Background: an optimization exercise with open tools, aiming at small area, a short achievable clock period and few clock cycles. Do not read the settings as production practice.
In this exercise RTL edits were held to simulation tests only and were not proved equivalent to the original.
No activity file was given, so power comes from the tool's default toggle rates.

==> flow/flow/run.sh <==
#!/bin/bash
set -euo pipefail
bash standard.sh "BUFFER_PORTS_ARGS=-buffer_cell sky130_fd_sc_hd__buf_2" \
    finish > standard.log 2>&1
==> flow/standard.sh <==
#!/bin/bash
# synth_recipe.tcl (not shown) runs the flow's synth.tcl, then flattens the netlist and writes it again
# the make line also repeats each setting of config.mk as NAME=value (left out here)
make -C /OpenROAD-flow-scripts/flow DESIGN_CONFIG=/design/flow/config.mk WORK_HOME=/design/flow/orfs CLKGATE_MAP_FILE= SYNTH_SCRIPT=/design/flow/synth_recipe.tcl "${@:-finish}"
==> flow/config.mk <==
export PLATFORM = sky130hd
export DESIGN_NAME = mips_core
export DESIGN_NICKNAME = mips_core
export VERILOG_FILES = /design/flow/design.v
export SDC_FILE = /design/flow/constraint.sdc
export NUM_CORES = 4
export LEC_CHECK = 0
export CAP_MARGIN = 20
export CORE_MARGIN = 2
export CORE_UTILIZATION = 45
export PLACE_DENSITY = 0.6
export SETUP_SLACK_MARGIN = 5
export SLEW_MARGIN = 20
==> flow/constraint.sdc <==
create_clock -name core_clock -period 9.0 [get_ports {clk}]
set_input_delay 1.8000 -clock core_clock [delete_from_list [all_inputs] [get_ports {clk}]]
set_output_delay 1.8000 -clock core_clock [all_outputs]
set_load 0.01 [all_outputs]
==> flow/design.v <==
module register_file (
    input  logic        clk,
    input  logic        rst_n,
    input  logic [4:0]  rs,
    input  logic [4:0]  rt,
    input  logic        we,       
    input  logic [4:0]  waddr,
    input  logic [31:0] wdata,
    output logic [31:0] rs_data,
    output logic [31:0] rt_data
);
    logic [31:0] regs [1:31];
    logic [31:1] vld;
    always_ff @(posedge clk) begin
        if (we) regs[waddr] <= wdata;
    end
    always_ff @(posedge clk or negedge rst_n) begin
        if (!rst_n)
            vld <= '0;
        else if (we)
            vld[waddr] <= 1'b1;
    end
    always_comb begin
        rs_data = '0;
        rt_data = '0;
        for (int i = 1; i < 32; i++) begin
            rs_data = rs_data | ({32{rs == i[4:0] && vld[i]}} & regs[i]);
            rt_data = rt_data | ({32{rt == i[4:0] && vld[i]}} & regs[i]);
        end
    end
endmodule
module mips_core #(
    parameter logic [31:0] RESET_PC = 32'h0000_0000
) (
    input  logic        clk,
    input  logic        rst_n,
    output logic [31:0] imem_addr,
    input  logic [31:0] imem_data,
    output logic        wb_cyc,
    output logic        wb_stb,
    output logic        wb_we,
    output logic [31:0] wb_adr,
    output logic [31:0] wb_dat_w,
    input  logic [31:0] wb_dat_r,
    input  logic        wb_ack,
    output logic        rf_we,
    output logic [4:0]  rf_waddr,
    output logic [31:0] rf_wdata
);
    logic [29:0] pc;                  
    logic        d_valid;
    logic [31:0] d_instr;
    logic [29:0] d_pc;
    logic        d_pred;              
    logic        e_wr;                
    logic        e_ld;                
    logic        e_mem;               
    logic        e_iss;               
    logic        e_st;                
    logic        e_br;                
    logic        e_bne;
    logic        e_pred;
    logic        e_k0;                
    logic        e_k1;                
    logic        e_sub, e_and, e_or, e_slt;
    logic        e_fwda, e_fwdb;      
    logic        e_wfwda, e_wfwdb;    
    logic        e_alusrc;            
    logic [4:0]  e_dest;
    logic [31:0] e_a, e_b;            
    logic [15:0] e_imm;
    logic [29:0] e_alt;               
    logic        m_wr;
    logic        m_ld;                
    logic        m_lb;                
    logic [4:0]  m_dest;
    logic [31:0] m_result;
    logic        b_cyc;
    logic        b_we;
    logic [31:0] b_adr;
    logic [31:0] b_dat;
    logic        w_we;
    logic [4:0]  w_dest;
    logic [31:0] w_data;
    logic        hold;                
    logic        load_use;            
    logic        kill_id;             
    logic        redir;               
    logic        id_redir;            
    logic        id_res;              
    logic [29:0] id_alt;
    assign hold = !wb_ack && (m_ld || (e_mem && !e_iss && b_cyc));
    logic [5:0]  f_op;
    logic        f_br, f_same, f_bwd;
    logic [16:0] f_lo;
    logic [13:0] f_hi_m1, f_hi_p1;
    logic [29:0] f_tgt;
    logic [29:0] pc_inc;
    logic        if_adv;
    assign imem_addr = {pc, 2'b00};
    assign pc_inc    = pc + 30'd1;
    assign f_op    = imem_data[31:26];
    assign f_br    = (f_op[5:1] == 5'b00010);
    assign f_same  = (imem_data[25:21] == imem_data[20:16]);
    assign f_bwd   = f_br && (f_same ? !f_op[0] : imem_data[15]);
    assign f_lo    = {1'b0, pc[15:0]} + {1'b0, imem_data[15:0]} + 17'd1;
    assign f_hi_m1 = pc[29:16] - 14'd1;
    assign f_hi_p1 = pc[29:16] + 14'd1;
    assign f_tgt   = {imem_data[15] ? (f_lo[16] ? pc[29:16] : f_hi_m1)
                                    : (f_lo[16] ? f_hi_p1 : pc[29:16]), f_lo[15:0]};
    assign if_adv = !hold && !load_use;
    always_ff @(posedge clk or negedge rst_n) begin
        if (!rst_n) begin
            pc      <= RESET_PC[31:2];
            d_valid <= 1'b0;
        end else if (redir || id_redir) begin
            pc      <= r_tgt;
            d_valid <= 1'b0;
        end else if (if_adv) begin
            pc      <= f_bwd ? f_tgt : pc_inc;
            d_valid <= 1'b1;
        end
    end
    always_ff @(posedge clk) begin
        if (if_adv) begin
            d_instr <= imem_data;
            d_pc    <= pc;
            d_pred  <= f_bwd;
        end
    end
    logic [5:0]  op, fn;
    logic [4:0]  rs, rt, rd, dest;
    logic        is_r, is_addi, is_lw, is_sw, is_br;
    logic        wr_nz, use_rs, use_rt, alu_src;
    logic [31:0] imm;
    logic [31:0] rf_a, rf_b;
    logic        e_hit_a, e_hit_b, m_hit_a, m_hit_b;
    logic [31:0] m_val;
    logic        id_go;
    assign op  = d_instr[31:26];
    assign fn  = d_instr[5:0];
    assign rs  = d_instr[25:21];
    assign rt  = d_instr[20:16];
    assign rd  = d_instr[15:11];
    assign imm = {{16{d_instr[15]}}, d_instr[15:0]};
    assign is_r    = (op == 6'h00) && (fn == 6'h20 || fn == 6'h22 || fn == 6'h24
                                    || fn == 6'h25 || fn == 6'h2a);
    assign is_addi = (op == 6'h08);
    assign is_lw   = (op == 6'h23);
    assign is_sw   = (op == 6'h2b);
    assign is_br   = (op[5:1] == 5'b00010);
    assign alu_src = is_addi || is_lw || is_sw;
    assign dest    = is_r ? rd : rt;
    assign wr_nz   = (is_r || is_addi || is_lw) && (dest != 5'd0);
    assign use_rs  = is_r || alu_src || is_br;
    assign use_rt  = is_r || is_sw || is_br;
    assign m_val = m_ld ? wb_dat_r : m_lb ? b_dat : m_result;
    register_file u_rf (
        .clk (clk), .rst_n (rst_n),
        .rs (rs), .rt (rt),
        .we (m_wr && !hold), .waddr (m_dest), .wdata (m_val),
        .rs_data (rf_a), .rt_data (rf_b)
    );
    assign e_hit_a = e_wr && !e_ld && (e_dest == rs);
    assign e_hit_b = e_wr && !e_ld && (e_dest == rt);
    assign m_hit_a = m_wr && (m_dest == rs);
    assign m_hit_b = m_wr && (m_dest == rt);
    assign load_use = d_valid && e_ld && ((use_rs && rs == e_dest) || (use_rt && rt == e_dest));
    assign id_go = d_valid && !load_use && !kill_id;
    logic [31:0] opa, rtv, opb, opb_x, sum, res;
    logic        lt, eq, taken;
    assign opa   = e_fwda ? m_result : e_wfwda ? w_data : e_a;
    assign rtv   = e_fwdb ? m_result : e_wfwdb ? w_data : e_b;
    assign opb   = e_alusrc ? {{16{e_imm[15]}}, e_imm} : rtv;
    assign opb_x = opb ^ {32{e_sub}};
    assign sum   = opa + opb_x + {31'd0, e_sub};
    assign lt    = (opa[31] ^ opb[31]) ? opa[31] : sum[31];
    assign res   = e_and ? (opa & opb) :
                   e_or  ? (opa | opb) :
                   e_slt ? {31'd0, lt} : sum;
    assign eq    = (opa == opb);
    assign taken = e_bne ? !eq : eq;
    logic [29:0] imm30;
    assign imm30 = {{14{e_imm[15]}}, e_imm};
    assign e_alt = d_pc + (e_pred ? (~imm30 + 30'd1) : imm30);
    always_comb begin
        kill_id = 1'b0;
        redir   = 1'b0;
        if (e_br && !hold) begin
            if (taken && !e_pred) begin
                if (!e_k0) begin
                    kill_id = 1'b1;
                    redir   = !(e_k1 && !d_pred);   
                end
            end else if (!taken && e_pred) begin
                kill_id = 1'b1;
                redir   = 1'b1;
            end
        end
    end
    logic        z_sum, id_taken;
    logic [31:0] e_nimm;
    logic [29:0] r_tgt;
    assign e_nimm   = 32'd0 - {{16{e_imm[15]}}, e_imm};
    assign z_sum    = (opa == e_nimm);
    assign id_taken = op[0] ? !z_sum : z_sum;
    assign id_alt   = d_pc + 30'd1 + (d_pred ? 30'd0 : imm[29:0]);
    assign id_res   = d_valid && is_br && (rt == 5'd0) && e_hit_a && e_alusrc;
    assign id_redir = id_res && !hold && !(d_instr[15:0] == 16'd0)
                    && (id_taken != d_pred);
    assign r_tgt    = e_br ? e_alt : id_alt;
    always_ff @(posedge clk or negedge rst_n) begin
        if (!rst_n) begin
            e_wr  <= 1'b0;
            e_ld  <= 1'b0;
            e_mem <= 1'b0;
            e_iss <= 1'b0;
            e_br  <= 1'b0;
        end else if (!hold) begin
            e_iss <= early_push;
            e_wr  <= id_go && wr_nz;
            e_ld  <= id_go && is_lw && (rt != 5'd0);
            e_mem <= id_go && (is_lw || is_sw);
            e_br  <= id_go && is_br && !id_res;
        end
    end
    always_ff @(posedge clk) begin
        if (!hold) begin
            e_st    <= is_sw;
            e_bne   <= op[0];
            e_pred  <= d_pred;
            e_k0    <= (d_instr[15:0] == 16'd0);
            e_k1    <= (d_instr[15:0] == 16'd1);
            e_sub   <= is_r && (fn == 6'h22 || fn == 6'h2a);
            e_and   <= is_r && (fn == 6'h24);
            e_or    <= is_r && (fn == 6'h25);
            e_slt   <= is_r && (fn == 6'h2a);
            e_dest  <= dest;
            e_fwda  <= e_hit_a;
            e_fwdb  <= e_hit_b;
            e_wfwda <= m_hit_a && !e_hit_a;
            e_wfwdb <= m_hit_b && !e_hit_b;
            e_alusrc <= alu_src;
            e_a     <= rf_a;
            e_b     <= rf_b;
            e_imm   <= d_instr[15:0];
        end
    end
    logic early_push, late_push;
    assign early_push = !hold && d_valid && is_lw && (rs == 5'd0) && !e_br
                      && !(e_mem && !e_iss) && (!b_cyc || wb_ack);
    assign late_push  = !hold && e_mem && !e_iss;
    always_ff @(posedge clk or negedge rst_n) begin
        if (!rst_n) begin
            m_wr  <= 1'b0;
            m_ld  <= 1'b0;
            m_lb  <= 1'b0;
            b_cyc <= 1'b0;
        end else begin
            if (!hold) begin
                m_wr <= e_wr;
                m_ld <= e_ld && !(e_iss && wb_ack);
                m_lb <= e_ld && e_iss && wb_ack;
            end
            if (early_push || late_push)
                b_cyc <= 1'b1;
            else if (wb_ack)
                b_cyc <= 1'b0;
        end
    end
    always_ff @(posedge clk) begin
        if (!hold) begin
            m_dest   <= e_dest;
            m_result <= res;
        end
        if (late_push) begin
            b_we  <= e_st;
            b_adr <= sum;
        end else if (early_push) begin
            b_we  <= 1'b0;
            b_adr <= imm;
        end
        if (late_push)
            b_dat <= rtv;
        else if (e_iss && wb_ack)
            b_dat <= wb_dat_r;
    end
    assign wb_cyc   = b_cyc;
    assign wb_stb   = b_cyc;
    assign wb_we    = b_we;
    assign wb_adr   = b_adr;
    assign wb_dat_w = b_dat;
    always_ff @(posedge clk or negedge rst_n) begin
        if (!rst_n)
            w_we <= 1'b0;
        else
            w_we <= !hold && m_wr;
    end
    always_ff @(posedge clk) begin
        if (!hold) begin
            w_dest <= m_dest;
            w_data <= m_val;
        end
    end
    assign rf_we    = w_we;
    assign rf_waddr = w_dest;
    assign rf_wdata = w_data;
endmodule
==> results.tsv, run 1 <==
stage	metric	value	unit
setup_path	worstPathMaxFanout	5	
sta	grt_setup_unrepaired	yes	
logic_synthesis	yosys.area_share.simple	8.61	%
logic_synthesis	synth_compound_area_share	18.7	%
placement	gp_congestion	0.973	
run	max-cap-violations	0	
drt	antenna_left	0	
setup_path	arrival	5020	ps
drt	first_pass_iters	13	
clock_network	cts_buffers	146	
logic_synthesis	ys_seq_area_share	60.9	%
layout	final_cells	7564	
power_and_ir_drop	power.density	219	mW/mm²
sta	max_freq	0.231	GHz
sta	slew_violations	0	
floorplanning	dieHeight	389	µm
logic_synthesis	synthCells	5201	
power_and_ir_drop	ir_drop	0.000226	V
logic_synthesis	synth_top_area_share	58.2	%
logic_synthesis	netlist_top_cells_count	edfxtp_1 (1293), a22oi_1 (422), clkbuf_1 (311)	
hold_path	min_to	u_rf.vld[26]	
logic_synthesis	synth_edf_count	1293	
logic_synthesis	yosysMostFrequentCell	edfxtp_1	
logic_synthesis	synth_top_family_by_area	compound AO/OA/AOI/OAI gates	
logic_synthesis	avgSynthCellArea	12.8	µm²
clock_network	path_clk_slew	60	ps
drt	drt_iter0_drc	11919	
logic_synthesis	synthXorXnorAreaFrac	2.61	%
layout	fin_nets	5769	
power_and_ir_drop	p_leak	29.0	nW
drt	vias	56185	
floorplanning	initial_utilization	45.3	%
clock_network	holdBufCountCts	0	
logic_synthesis	synthFlopType	edfxtp_1	
sta	final.setup.tns	0	ps
setup_path	r2r-end	pc[29]	
layout	post-route-util	53.4	%
clock_network	cts_tree	built	
clock_network	clock_path_buffers	3	
setup_path	timing.critical_path.from_type	flip-flop	
logic_synthesis	synth.distinct_cells	109	
sta	hold_violations	0	
setup_path	end_kind	flip-flop	
setup_path	worstReg2RegStart	e_imm[0]	
grt	gr-total-overflow	0	
logic_synthesis	post-synth-top-area-cell	edfxtp_1	
setup_path	required	9680	ps
setup_path	regToRegSetupSlack	4660	ps
floorplanning	core	0.147	mm²
grt	grt_start_max_net_pins	110	
placement	portBuffers	201	
sta	fin_crit_sh	48.2	%
layout	area_delta_synth_final	18.0	%
logic_synthesis	syn_area	0.0668	mm²
grt	grt_pass1_vias	51249	
logic_synthesis	async_flop_share	5.27	%
sta	setup_violations	0	
clock_network	cts_max_level	4	
logic_synthesis	ys_warn_count	2	
grt	grt_pass1_wl	401000	µm
hold_path	hold_depth	1	
setup_path	critPathKind	reg2reg	
logic_synthesis	synth_adder_area_share	3.79	%
floorplanning	fp.dieW	389	µm
placement	place_inst	7104	
logic_synthesis	yosys-top-cells-area	edfxtp_1 (58%), a22oi_1 (4.7%), ha_1 (3.6%), a221oi_1 (2.7%), a22o_1 (2.7%)	
hold_path	min_path_type	reg2reg	
sta	tightest_slew	1280	ps
logic_synthesis	synth_seq_cells	1365	
sta	max-slew-margin-rel	14.7	%
layout	layout-drive-gt1-share	21.8	%
sta	clock_skew	94.4	ps
sta	fin_ws	4660	ps
clock_network	clk_latency	870	ps
hold_path	hp-start	u_rf.vld[26]	
drt	drc	0	
floorplanning	dieArea	0.151	mm²
drt	avgRoutedWirePerCell	39.3	µm
clock_network	clock_sinks	1365	
clock_network	cts_root_buf	clkbuf_16	
drt	wl	298000	µm
grt	antenna_found_initial	19	
sta	min_period	4340	ps
floorplanning	row_count	141	
placement	hpwlAfterDp	162000	µm
drt	vias_per_cell	7.43	
setup_path	r2r_cells	17	
logic_synthesis	synth_mux_area_share	2.53	%
placement	pre_cts_ws	3430	ps
grt	grt_usage	37.7	%
status	status	finished clean	
floorplanning	ios	204	
==> placed cells by master, fill, tap and decap left out, drive strengths merged, types with 16 or more instances in the layout <==
| cell type | Yosys | layout |
|---|---|---|
| buf | 61 | 519 |
| a22oi | 422 | 422 |
| xor2 | 59 | 59 |
| nand2b | 28 | 28 |
| inv | 115 | 125 |
| a222oi | 97 | 97 |
| mux2i | 108 | 108 |
| and2 | 16 | 16 |
| nor4 | 30 | 30 |
| nor3 | 71 | 71 |
| a221oi | 209 | 209 |
| o211ai | 17 | 17 |
| o21a | 45 | 45 |
| a31oi | 27 | 27 |
| a21oi | 190 | 190 |
| a22o | 209 | 209 |
| nand4 | 103 | 103 |
| a21o | 68 | 68 |
| o22ai | 28 | 28 |
| edfxtp | 1293 | 1293 |
| a211oi | 22 | 22 |
| or3 | 27 | 27 |
| clkinv | 2 | 64 |
| ha | 194 | 194 |
| nor2b | 32 | 32 |
| nand3 | 197 | 197 |
| or4 | 27 | 27 |
| nand2 | 257 | 258 |
| o21ai | 203 | 204 |
| xnor2 | 134 | 134 |
| mux2 | 52 | 52 |
| clkbuf | 312 | 173 |
| nor2 | 196 | 196 |
| dfrtp | 72 | 72 |
| and3 | 90 | 90 |
| a211o | 17 | 17 |
==> worst max path at each step <==
stage                       startpoint      to  slack (ps)  cells after the start
final                         e_imm[0]  pc[29]        4660                     17
after global routing          e_imm[0]  pc[29]        4560                     17
after CTS                     e_imm[0]  pc[29]        4640                     17
after detailed placement      e_alusrc  pc[29]        3430                     16
after global placement        e_alusrc  pc[29]        3360                     16
after floorplan           imem_data[0]  pc[21]        4880                     15
==> power by group <==
| group | total (mW) | switching [mW] | internal [mW] | leakage, nW |
|---|---|---|---|---|
| registers | 7.71 | 0.374 | 7.33 | 13.3 |
| logic | 3.32 | 1.93 | 1.39 | 13.3 |
| clock network | 6.22 | 2.76 | 3.46 | 2.35 |
| total | 17.3 | 5.07 | 12.2 | 29.0 |
==> flip-flops by register name (all words and copies together) (netlist names), 5 cells and up <==
register   flops
b_adr         32
b_dat         32
d_instr       32
d_pc          30
e_a           32
e_b           32
e_dest         5
e_imm         16
m_dest         5
m_result      32
pc            30
u_rf.regs    992
u_rf.vld      31
w_data        32
w_dest         5
==> final cells by class <==
cell class,count,area (µm²)
clock buffer,168,3760
timing repair buffer,524,3970
clock inverter,99,1160
multi-input combinational,3349,26300
inverter,117,484
fill,12249,68700
sequential,1365,40600
tap,1930,2410
antenna,12,30.0
==> kinds of logic after synthesis <==
| family | after synthesis |
|---|---|
| AO/OA/AOI/OAI | 1664 |
| XOR/XNOR | 195 |
| adder cells (fa/ha/maj) | 199 |
| buffers and inverters | 490 |
| flip-flops | 1365 |
| multiplexers | 160 |
| other | 1 |
| AND/OR/NAND/NOR | 1127 |
==> worst max-delay path: stages (launching register included) <==
cell and delay [ps]:
edfxtp_1 490, inv_2 130, ha_4 140, or3b_4 410
or3_4 390, o31ai_4 220, xnor2_2 150, ha_1 280
o21ai_1 90, o21bai_1 110, or3_4 350, a221oi_4 340
a31oi_4 160, o41ai_4 270, o21ai_1 130, xnor2_1 200
mux2i_1 100, o22a_1 250
==> routing by layer <==
layer	vias up	track usage, %	wire length, µm
li1	21679	-	-
met1	27195	47.3	102000
met2	5745	54.9	125000
met3	1542	15.2	47800
met4	24	22.1	22700
met5	-	0.287	559
==> metrics by stage <==
step	hold WS, ps	power [mW]	instance area (µm²)
after detailed placement	461	10.7	70500
final	479	17.3	78800
after global routing	495	17.8	78800
after global placement	451	10.7	70500
after CTS	474	17.0	77600
after floorplan	433	9.74	67200
==> timing repair <==
| action | 4_1_cts | 5_1_grt |
|---|---|---|
| hold endpoints to repair | 0 | 0 |
| buffers inserted | 125 | 42 |
| resized for setup | 207 | 146 |
| pin swaps | 118 | 100 |
| cloned | 8 | 6 |
| endpoints found under the setup margin | 267 | 309 |
Testbench counts, summed over its fixed seeds: cycles 5,640.
==> inputs of run 2 (changes only) <==
--- a/flow/design.v
+++ b/flow/design.v
@@ -67,5 +67,6 @@
     logic        e_wfwda, e_wfwdb;    
+    logic        e_fwds, e_wfwds;     
     logic        e_alusrc;            
     logic [4:0]  e_dest;
-    logic [31:0] e_a, e_b;            
+    logic [31:0] e_a, e_b, e_sd;      
     logic [15:0] e_imm;
@@ -93,5 +94,5 @@
     logic [5:0]  f_op;
-    logic        f_br, f_same, f_bwd;
-    logic [16:0] f_lo;
-    logic [13:0] f_hi_m1, f_hi_p1;
+    logic        f_br, f_same, f_short, f_bwd;
+    logic [6:0]  f_lo;
+    logic [23:0] f_hi_m1, f_hi_p1;
     logic [29:0] f_tgt;
@@ -104,8 +105,9 @@
     assign f_same  = (imem_data[25:21] == imem_data[20:16]);
-    assign f_bwd   = f_br && (f_same ? !f_op[0] : imem_data[15]);
-    assign f_lo    = {1'b0, pc[15:0]} + {1'b0, imem_data[15:0]} + 17'd1;
-    assign f_hi_m1 = pc[29:16] - 14'd1;
-    assign f_hi_p1 = pc[29:16] + 14'd1;
-    assign f_tgt   = {imem_data[15] ? (f_lo[16] ? pc[29:16] : f_hi_m1)
-                                    : (f_lo[16] ? f_hi_p1 : pc[29:16]), f_lo[15:0]};
+    assign f_short = (imem_data[15:6] == 10'h000) || (imem_data[15:6] == 10'h3ff);
+    assign f_bwd   = f_br && f_short && (f_same ? !f_op[0] : imem_data[15]);
+    assign f_lo    = {1'b0, pc[5:0]} + {1'b0, imem_data[5:0]} + 7'd1;
+    assign f_hi_m1 = pc[29:6] - 24'd1;
+    assign f_hi_p1 = pc[29:6] + 24'd1;
+    assign f_tgt   = {imem_data[15] ? (f_lo[6] ? pc[29:6] : f_hi_m1)
+                                    : (f_lo[6] ? f_hi_p1 : pc[29:6]), f_lo[5:0]};
     assign if_adv = !hold && !load_use;
@@ -172,4 +174,4 @@
     assign opa   = e_fwda ? m_result : e_wfwda ? w_data : e_a;
-    assign rtv   = e_fwdb ? m_result : e_wfwdb ? w_data : e_b;
-    assign opb   = e_alusrc ? {{16{e_imm[15]}}, e_imm} : rtv;
+    assign opb   = e_fwdb ? m_result : e_wfwdb ? w_data : e_b;
+    assign rtv   = e_fwds ? m_result : e_wfwds ? w_data : e_sd;
     assign opb_x = opb ^ {32{e_sub}};
@@ -201,6 +203,6 @@
     logic        z_sum, id_taken;
-    logic [31:0] e_nimm;
+    logic [31:0] immx;
     logic [29:0] r_tgt;
-    assign e_nimm   = 32'd0 - {{16{e_imm[15]}}, e_imm};
-    assign z_sum    = (opa == e_nimm);
+    assign immx     = {{16{e_imm[15]}}, e_imm};
+    assign z_sum    = ((opa ^ immx) == {opa[30:0] | immx[30:0], 1'b0});
     assign id_taken = op[0] ? !z_sum : z_sum;
@@ -239,8 +241,11 @@
             e_fwda  <= e_hit_a;
-            e_fwdb  <= e_hit_b;
+            e_fwdb  <= e_hit_b && !alu_src;
             e_wfwda <= m_hit_a && !e_hit_a;
-            e_wfwdb <= m_hit_b && !e_hit_b;
+            e_wfwdb <= m_hit_b && !e_hit_b && !alu_src;
+            e_fwds  <= e_hit_b;
+            e_wfwds <= m_hit_b && !e_hit_b;
             e_alusrc <= alu_src;
             e_a     <= rf_a;
-            e_b     <= rf_b;
+            e_b     <= alu_src ? imm : rf_b;
+            e_sd    <= rf_b;
             e_imm   <= d_instr[15:0];
==> results.tsv, run 2 <==
stage	metric	value	unit	change
clock_network	cts_max_level	4		unchanged
logic_synthesis	avgSynthCellArea	12.7	µm²	was 12.8 µm²
sta	final.setup.tns	0	ps	unchanged
drt	drc	0		unchanged
setup_path	path_delay_family	simple AND/OR/NAND/NOR gates		was compound AO/OA/AOI/OAI gates
setup_path	critPathSlowestCell	or4_1		was edfxtp_1
clock_network	cts_tree	built		unchanged
sta	hold_violations	0		unchanged
grt	grt_usage	36.6	%	was 37.7%
drt	avgRoutedWirePerCell	38.0	µm	was 39.3 µm
setup_path	required	9570	ps	was 9680 ps
clock_network	clk_latency	830	ps	was 870 ps
sta	clock_skew	69.2	ps	was 94.4 ps
setup_path	timing.critical_path.from_type	flip-flop		unchanged
placement	gp_congestion	0.980		was 0.973
floorplanning	core	0.152	mm²	was 0.147 mm²
power_and_ir_drop	seqPwrFrac	45.6	%	was 44.7%
sta	max_freq	0.244	GHz	was 0.231 GHz
placement	portBuffers	201		unchanged
setup_path	max_stage_delay	850	ps	was 490 ps
clock_network	path_clk_slew	60	ps	about the same
floorplanning	dieHeight	395	µm	was 389 µm
drt	wl	297000	µm	was 298000 µm
setup_path	regToRegSetupSlack	4900	ps	was 4660 ps
floorplanning	initial_utilization	45.3	%	about the same
logic_synthesis	synth_seq_cells	1399		was 1365
floorplanning	ios	204		unchanged
power_and_ir_drop	switching_share	29.1	%	was 29.4%
drt	first_pass_iters	13		unchanged
logic_synthesis	synthFlopType	edfxtp_1		unchanged
drt	drt_iter0_drc	12153		was 11919
layout	layout-drive-gt1-share	17.6	%	was 21.8%
setup_path	arrival	4670	ps	was 5020 ps
logic_synthesis	post-synth-top-area-cell	edfxtp_1		unchanged
power_and_ir_drop	pwr-share-comb	18.0	%	was 19.2%
layout	area_delta_synth_final	15.5	%	was 18.0%
run	max-cap-violations	0		unchanged
grt	grt_start_max_net_pins	86		was 110
logic_synthesis	yosys-top-cells-area	edfxtp_1 (58%), a22oi_1 (6.2%), ha_1 (4.1%), dfrtp_1 (2.6%), a221oi_1 (2.2%)		was edfxtp_1 (58%), a22oi_1 (4.7%), ha_1 (3.6%), a221oi_1 (2.7%), a22o_1 (2.7%)
placement	hpwlAfterDp	162000	µm	about the same
grt	gr-total-overflow	0		unchanged
setup_path	worstReg2RegStart	d_instr[16]		was e_imm[0]
setup_path	path_buf_inv	1		unchanged
sta	min_period	4100	ps	was 4340 ps
sta	holdWs	502	ps	was 479 ps
sta	max-slew-margin-rel	22.4	%	was 14.7%
logic_synthesis	synthCells	5433		was 5201
logic_synthesis	ys_warn_count	2		unchanged
logic_synthesis	netlist_top_cells_count	edfxtp_1 (1327), a22oi_1 (566), clkbuf_1 (311)		was edfxtp_1 (1293), a22oi_1 (422), clkbuf_1 (311)
setup_path	crit_end	e_b[9]		was pc[29]
grt	antenna_found_initial	27		was 19
floorplanning	dieArea	0.156	mm²	was 0.151 mm²
logic_synthesis	ys_seq_area_share	60.5	%	was 60.9%
setup_path	end_kind	flip-flop		unchanged
layout	largest_reg_flops	992		unchanged
placement	place_inst	7417		was 7104
clock_network	clock_path_buffers	3		unchanged
logic_synthesis	async_flop_share	5.15	%	was 5.27%
power_and_ir_drop	p_total	17.4	mW	was 17.3 mW
setup_path	startpoint	d_instr[16]		was e_imm[0]
floorplanning	fp.dieW	395	µm	was 389 µm
sta	tightest_slew	1160	ps	was 1280 ps
clock_network	clock_sinks	1399		was 1365
clock_network	cts_buffers	152		was 146
layout	fin_nets	5947		was 5769
status	status	finished clean		unchanged
grt	grt_pass1_wl	405000	µm	was 401000 µm
logic_synthesis	syn_area	0.0688	mm²	was 0.0668 mm²
sta	slew_violations	0		unchanged
setup_path	r2r-end	e_b[9]		was pc[29]
setup_path	critPathKind	reg2reg		unchanged
power_and_ir_drop	power.density	219	mW/mm²	about the same
power_and_ir_drop	p_leak	29.1	nW	was 29.0 nW
layout	top_register	u_rf.regs		unchanged
drt	vias	56868		was 56185
clock_network	cts_root_buf	clkbuf_16		unchanged
hold_path	min_path_type	reg2reg		unchanged
setup_path	path_cells	and3_1, and3_2, buf_4, a22o_1, a221oi_1, nand3_1, or4_1, mux2_2		was inv_2, ha_4, or3b_4, or3_4, o31ai_4, xnor2_2, ha_1, o21ai_1, o21bai_1, or3_4, a221oi_4, a31oi_4, o41ai_4, o21ai_1, xnor2_1, mux2i_1, o22a_1
logic_synthesis	synth.distinct_cells	86		was 109
power_and_ir_drop	p_switching	5.05	mW	was 5.07 mW
drt	antenna_left	0		unchanged
sta	setup_violations	0		unchanged
logic_synthesis	synth_top_area_share	57.9	%	was 58.2%
setup_path	r2r_cells	8		was 17
sta	fin_crit_sh	45.6	%	was 48.2%
power_and_ir_drop	p_int	12.3	mW	was 12.2 mW
floorplanning	row_count	143		was 141
layout	final_cells	7812		was 7564
setup_path	worstPathMaxFanout	22		was 5
logic_synthesis	synth_edf_count	1327		was 1293
layout	layout_commonest_cell	edfxtp_1		unchanged
logic_synthesis	yosysMostFrequentCell	edfxtp_1		unchanged
setup_path	path_depth	8		was 17
sta	grt_setup_unrepaired	yes		unchanged
layout	post-route-util	52.3	%	was 53.4%
layout	final_cell_mix	edfxtp_1 (1327), a22oi_1 (565), nand2_1 (244)		was edfxtp_1 (1293), a22oi_1 (422), buf_4 (265)
power_and_ir_drop	ir_drop	0.000205	V	was 0.000226 V
power_and_ir_drop	clockPowerShare	36.4	%	was 36.1%
drt	vias_per_cell	7.28		was 7.43
grt	grt_pass1_vias	52256		was 51249
-- run 2: cell types whose count changed in the layout (fill, tap and decap cells not counted), moves of 32 or more --
| cell | change |
|---|---|
| a22oi_1 | +143 |
| ha_1 | +49 |
| nand3_1 | +49 |
| buf_4 | -46 |
| xnor2_1 | +43 |
| a22o_1 | -42 |
| a221oi_1 | -41 |
| a21oi_1 | +37 |
| mux2i_1 | +37 |
| edfxtp_1 | +34 |
| o21ai_0 | +34 |
| a222oi_1 | -32 |
-- run 2: per-stage QoR --
| step | cell area (µm²) | worst slack (ps) |
|---|---|---|
| finish | 79500 | 4900 |
| global route | 79500 | 4880 |
| CTS | 78200 | 4890 |
| detailed placement | 72500 | 3780 |
| global placement | 72500 | 3820 |
| floorplan | 69000 | 4880 |
-- run 2: logic make-up after synthesis --
kind of cell	Yosys count	synth area share, %
buf+inv	510	2.86
simple gates	1161	8.49
fa+ha+maj	230	4.24
compound gates	1740	18.5
xor+xnor	216	2.75
mux	176	2.63
flops	1399	60.5
other cells	1	0.00545
-- run 2: timing repair --
action,4_1_cts,5_1_grt
pin swaps,21,62
setup endpoints to repair,149,344
hold buffers,0,0
buffers inserted,24,78
gates cloned,3,4
gates resized for setup,98,118
-- run 2: final cells by class --
class | count | area [µm²]
Antenna cell | 11 | 27.5
Clock inverter | 92 | 995
Fill cell | 12727 | 72400
Timing Repair Buffer | 443 | 3090
Multi-Input combinational cell | 3525 | 26600
Sequential cell | 1399 | 41700
Clock buffer | 183 | 4040
Inverter | 129 | 526
Tap cell | 2030 | 2540
-- run 2: worst min-delay path by stage --
| stage | slack (ps) | cells past startpoint | start | end |
|---|---|---|---|---|
| global placement | 480 | 1 | u_rf.vld[24] | u_rf.vld[24] |
| CTS | 500 | 1 | u_rf.vld[10] | u_rf.vld[10] |
| finish | 500 | 1 | u_rf.vld[10] | u_rf.vld[10] |
| floorplan | 430 | 1 | u_rf.vld[14] | u_rf.vld[14] |
| detailed placement | 480 | 1 | u_rf.vld[10] | u_rf.vld[10] |
| global route | 510 | 1 | u_rf.vld[7] | u_rf.vld[7] |
-- run 2: metal layers --
metal  GRT usage (%)  wire length, µm  up-vias
met1            46.4           105000    27521
met3            15.3            46800     1545
met4            20.5            22000       36
met5            1.17              669        -
li1                -                -    22216
met2            52.7           123000     5550
-- run 2: power by group through the flow --
stage / clock [mW] / combinational (mW) / sequential, mW
2_1_floorplan: 0 / 2.02 / 7.89
3_3_place_gp: 0 / 2.83 / 8.04
3_5_place_dp: 0 / 2.86 / 8.04
4_1_cts: 6.32 / 2.93 / 7.91
5_1_grt: 6.58 / 3.41 / 7.94
6_report: 6.33 / 3.13 / 7.92
-- run 2: worst reg2reg max path: stages, from the launching register on --
cell and delay, ps:
edfxtp_1 660, and3_1 340, and3_2 440, buf_4 470, a22o_1 290, a221oi_1 280
nand3_1 120, or4_1 850, mux2_2 400
Testbench counts of run 2, summed over its fixed seeds: cycles 5,640.
==> inputs of run 3 (changes only) <==
--- a/flow/design.v
+++ b/flow/design.v
@@ -186,3 +186,3 @@
     assign imm30 = {{14{e_imm[15]}}, e_imm};
-    assign e_alt = d_pc + (e_pred ? (~imm30 + 30'd1) : imm30);
+    assign e_alt = d_pc + (e_pred ? ~imm30 : imm30) + {29'd0, e_pred};
     always_comb begin
==> results.tsv, run 3 <==
stage	metric	value	unit	change
placement	hpwlAfterDp	166000	µm	was 162000 µm
logic_synthesis	ys_warn_count	2		unchanged
drt	wl	299000	µm	was 297000 µm
setup_path	crit_top_cell	a21o_1		
setup_path	r2r_cells	18		was 8
logic_synthesis	synth.distinct_cells	87		was 86
layout	fin_nets	5972		was 5947
clock_network	cts_max_level	4		unchanged
floorplanning	initial_utilization	45.3	%	about the same
logic_synthesis	post-synth-top-area-cell	edfxtp_1		unchanged
clock_network	clock_sinks	1399		unchanged
drt	drc	0		unchanged
layout	regArea	0.0417	mm²	unchanged
layout	final_cell_mix	edfxtp_1 (1327), a22oi_1 (562), nand3_1 (265)		was edfxtp_1 (1327), a22oi_1 (565), nand2_1 (244)
grt	antenna_found_initial	15		was 27
status	status	finished clean		unchanged
sta	hold_violations	0		unchanged
setup_path	arrival	4660	ps	was 4670 ps
power_and_ir_drop	p_leak	29.4	nW	was 29.1 nW
setup_path	path_delay_family	compound AO/OA/AOI/OAI gates		was simple AND/OR/NAND/NOR gates
drt	avgRoutedWirePerCell	38.0	µm	about the same
layout	top_register	u_rf.regs		unchanged
drt	first_pass_iters	15		was 13
setup_path	path_buf_inv	3		was 1
placement	placed_area	0.0725	mm²	about the same
clock_network	clock_path_buffers	3		unchanged
clock_network	holdBufCountCts	0		unchanged
logic_synthesis	synth_top_area_share	57.9	%	about the same
setup_path	required	9540	ps	was 9570 ps
hold_path	min_path_type	reg2reg		unchanged
logic_synthesis	yosys-top-cells-area	edfxtp_1 (58%), a22oi_1 (6.1%), ha_1 (4.1%), dfrtp_1 (2.6%), a22o_1 (2.2%)		was edfxtp_1 (58%), a22oi_1 (6.2%), ha_1 (4.1%), dfrtp_1 (2.6%), a221oi_1 (2.2%)
clock_network	clk_latency	830	ps	about the same
sta	slew_violations	0		unchanged
grt	grt_pass1_vias	52282		was 52256
layout	area_delta_synth_final	15.6	%	was 15.5%
sta	clock_skew	39.5	ps	was 69.2 ps
floorplanning	core	0.152	mm²	unchanged
layout	layout_commonest_cell	edfxtp_1		unchanged
logic_synthesis	synth_edf_count	1327		unchanged
hold_path	hp-start	u_rf.vld[28]		was u_rf.vld[10]
sta	grt_setup_unrepaired	yes		unchanged
placement	portBuffers	201		unchanged
drt	vias	56494		was 56868
sta	tightest_slew	1180	ps	was 1160 ps
setup_path	regToRegSetupSlack	4880	ps	was 4900 ps
setup_path	worstReg2RegStart	e_wfwdb		was d_instr[16]
logic_synthesis	synth_seq_cells	1399		unchanged
sta	max_freq	0.242	GHz	was 0.244 GHz
setup_path	path_cells	buf_6, buf_6, buf_16, mux2i_4, nor2_4, a21oi_2, xnor2_1, ha_1, a21o_1, a21o_1, a21o_1, a221o_1, a21o_1, a2111oi_4, o31ai_2, a31o_2, xnor2_2, o21ai_1		was and3_1, and3_2, buf_4, a22o_1, a221oi_1, nand3_1, or4_1, mux2_2
setup_path	timing.critical_path.from_type	flip-flop		unchanged
layout	n_fill_cell	12770		was 12727
grt	grt_start_max_net_pins	136		was 86
layout	largest_reg_flops	992		unchanged
run	max-cap-violations	0		unchanged
setup_path	worstPathMaxFanout	8		was 22
clock_network	cts_tree	built		unchanged
logic_synthesis	async_flop_share	5.15	%	unchanged
sta	final.setup.tns	0	ps	unchanged
drt	drt_iter0_drc	11587		was 12153
sta	max-slew-margin-rel	21.4	%	was 22.4%
logic_synthesis	synthFlopType	edfxtp_1		unchanged
sta	min_period	4120	ps	was 4100 ps
logic_synthesis	syn_area	0.0688	mm²	about the same
power_and_ir_drop	ir_drop	0.000219	V	was 0.000205 V
floorplanning	ios	204		unchanged
power_and_ir_drop	p_total	17.4	mW	about the same
power_and_ir_drop	power.density	218	mW/mm²	was 219 mW/mm²
floorplanning	row_count	143		unchanged
sta	fin_crit_sh	45.8	%	was 45.6%
setup_path	end_kind	flip-flop		unchanged
logic_synthesis	netlist_top_cells_count	edfxtp_1 (1327), a22oi_1 (562), clkbuf_1 (306)		was edfxtp_1 (1327), a22oi_1 (566), clkbuf_1 (311)
hold_path	hold_depth	1		unchanged
setup_path	critPathKind	reg2reg		unchanged
grt	grt_pass1_wl	407000	µm	was 405000 µm
logic_synthesis	ys_seq_area_share	60.6	%	was 60.5%
floorplanning	dieHeight	395	µm	about the same
grt	gr-total-overflow	0		unchanged
setup_path	max_stage_delay	340	ps	was 850 ps
grt	grt_usage	37.0	%	was 36.6%
drt	vias_per_cell	7.19		was 7.28
placement	gp_congestion	0.960		was 0.980
hold_path	min_to	u_rf.vld[28]		was u_rf.vld[10]
logic_synthesis	yosysMostFrequentCell	edfxtp_1		unchanged
logic_synthesis	synthCells	5441		was 5433
floorplanning	fp.dieW	395	µm	about the same
layout	multi_input_area	0.0264	mm²	was 0.0266 mm²
clock_network	path_clk_slew	60	ps	about the same
logic_synthesis	avgSynthCellArea	12.6	µm²	was 12.7 µm²
clock_network	cts_buffers	151		was 152
sta	setup_violations	0		unchanged
layout	fin_area	0.0795	mm²	about the same
clock_network	cts_root_buf	clkbuf_16		unchanged
setup_path	critPathSlowestCell	edfxtp_1		was or4_1
drt	antenna_left	0		unchanged
layout	layout-drive-gt1-share	17.5	%	was 17.6%
setup_path	r2r-end	m_result[30]		was e_b[9]
floorplanning	dieArea	0.156	mm²	about the same
==> run 3: worst max path at each step <==
| stage | cells after the start | from | to | slack [ps] |
|---|---|---|---|---|
| finish | 18 | e_wfwdb | m_result[30] | 4880 |
| global route | 18 | e_wfwdb | m_result[30] | 4780 |
| CTS | 9 | e_iss | u_rf.regs[18][10] | 4860 |
| detailed placement | 13 | imem_data[15] | pc[28] | 3740 |
| global placement | 13 | imem_data[19] | pc[29] | 3780 |
| floorplan | 6 | wb_ack | u_rf.regs[5][0] | 4880 |
==> run 3: worst register-to-register path, cell delays in order, from the launching register on <==
cell and delay, ps:
edfxtp_1 340, buf_6 160, buf_6 140, buf_16 150, mux2i_4 280, nor2_4 60, a21oi_2 190, xnor2_1 150
ha_1 270, a21o_1 160, a21o_1 170, a21o_1 220, a221o_1 330, a21o_1 260, a2111oi_4 310, o31ai_2 130
a31o_2 270, xnor2_2 160, o21ai_1 100
==> run 3: repair_timing <==
| item | in CTS | in global routing |
|---|---|---|
| gates resized for setup | 87 | 119 |
| pin swaps | 29 | 47 |
| endpoints found under the setup margin | 523 | 967 |
| buffers inserted | 47 | 66 |
| cloned | 6 | 1 |
==> run 3: through the flow <==
step | hold WS (ps) | std cells | utilization [%] | worst slack [ps]
after detailed placement | 487 | 7433 | 47.7 | 3740
after global placement | 485 | 7433 | 47.7 | 3780
after CTS | 504 | 7764 | 51.6 | 4860
after floorplan | 424 | 5442 | - | 4880
final | 509 | 7852 | 52.4 | 4880
after global routing | 521 | 7835 | 52.3 | 4780
==> run 3: per-layer routing <==
metal / track usage (%) / up-vias / wire [µm]
met1: 46.6 / 27265 / 105000
met5: 1.32 / - / 861
met3: 16.6 / 1537 / 47600
met4: 19.6 / 26 / 22300
li1: - / 22259 / -
met2: 53.3 / 5407 / 123000
==> run 3: area by class of cell <==
type / count / share of cell area, %
inverters: 144 / 0.722
diodes: 20 / 0.0629
clock buffers: 184 / 5.01
flip-flops and latches: 1399 / 52.4
well taps: 2030 / 3.19
repair buffers: 460 / 4.07
multi-input cells: 3519 / 33.2
repair inverters: 2 / 0.0205
clock inverters: 94 / 1.35
==> run 3: cells by family (layout without fill, tap and decap cells) <==
logic type / count (synthesis) / after routing / synth area share, %
AO/OA/AOI/OAI: 1721 / 1721 / 18.4
XOR/XNOR: 210 / 210 / 2.67
adder cells (fa/ha/maj): 228 / 228 / 4.20
buffers and inverters: 524 / 884 / 2.95
flip-flops: 1399 / 1399 / 60.6
multiplexers: 168 / 168 / 2.51
other: 1 / 22 / 0.00545
AND/OR/NAND/NOR: 1190 / 1190 / 8.75
==> run 3: power breakdown <==
part | internal, mW | switching, mW
clock network | 3.59 | 2.79
logic | 1.22 | 1.83
registers | 7.50 | 0.419
total | 12.3 | 5.04
Testbench counts of run 3, summed over its fixed seeds: cycles 5,640.

## what the ideal ports hide
No port has a modelled driver above. Below, the same layouts with a new extraction and two added sets of constraints.
Step 1: set_driving_cell puts a clkbuf_16 on clk and a buf_2 on each other input, an assumption about the parent block.
Step 2, shift: input delay + t, output delay - t, t = (earliest + latest rising clock arrival at the registers) / 2. This alone moves slack from input paths to output paths.
Three values: ideal ports, drivers, drivers and shift; two values: the first two.
| run | t (ns) | setup slack, ns | latest minus earliest clock arrival (ns) |
|---|---|---|---|
| run 1 | 0.900 | 4.663 / 4.663 / 4.077 | 0.101 / 0.101 |
| run 2 | 0.896 | 4.900 / 4.900 / 4.232 | 0.083 / 0.084 |
| run 3 | 0.901 | 4.876 / 4.876 / 4.109 | 0.045 / 0.045 |
After both steps every run listed still meets setup and hold. For run 3, which loses most, drivers alone change the setup slack by 0.000 ns; drivers and shift together by -0.767 ns.
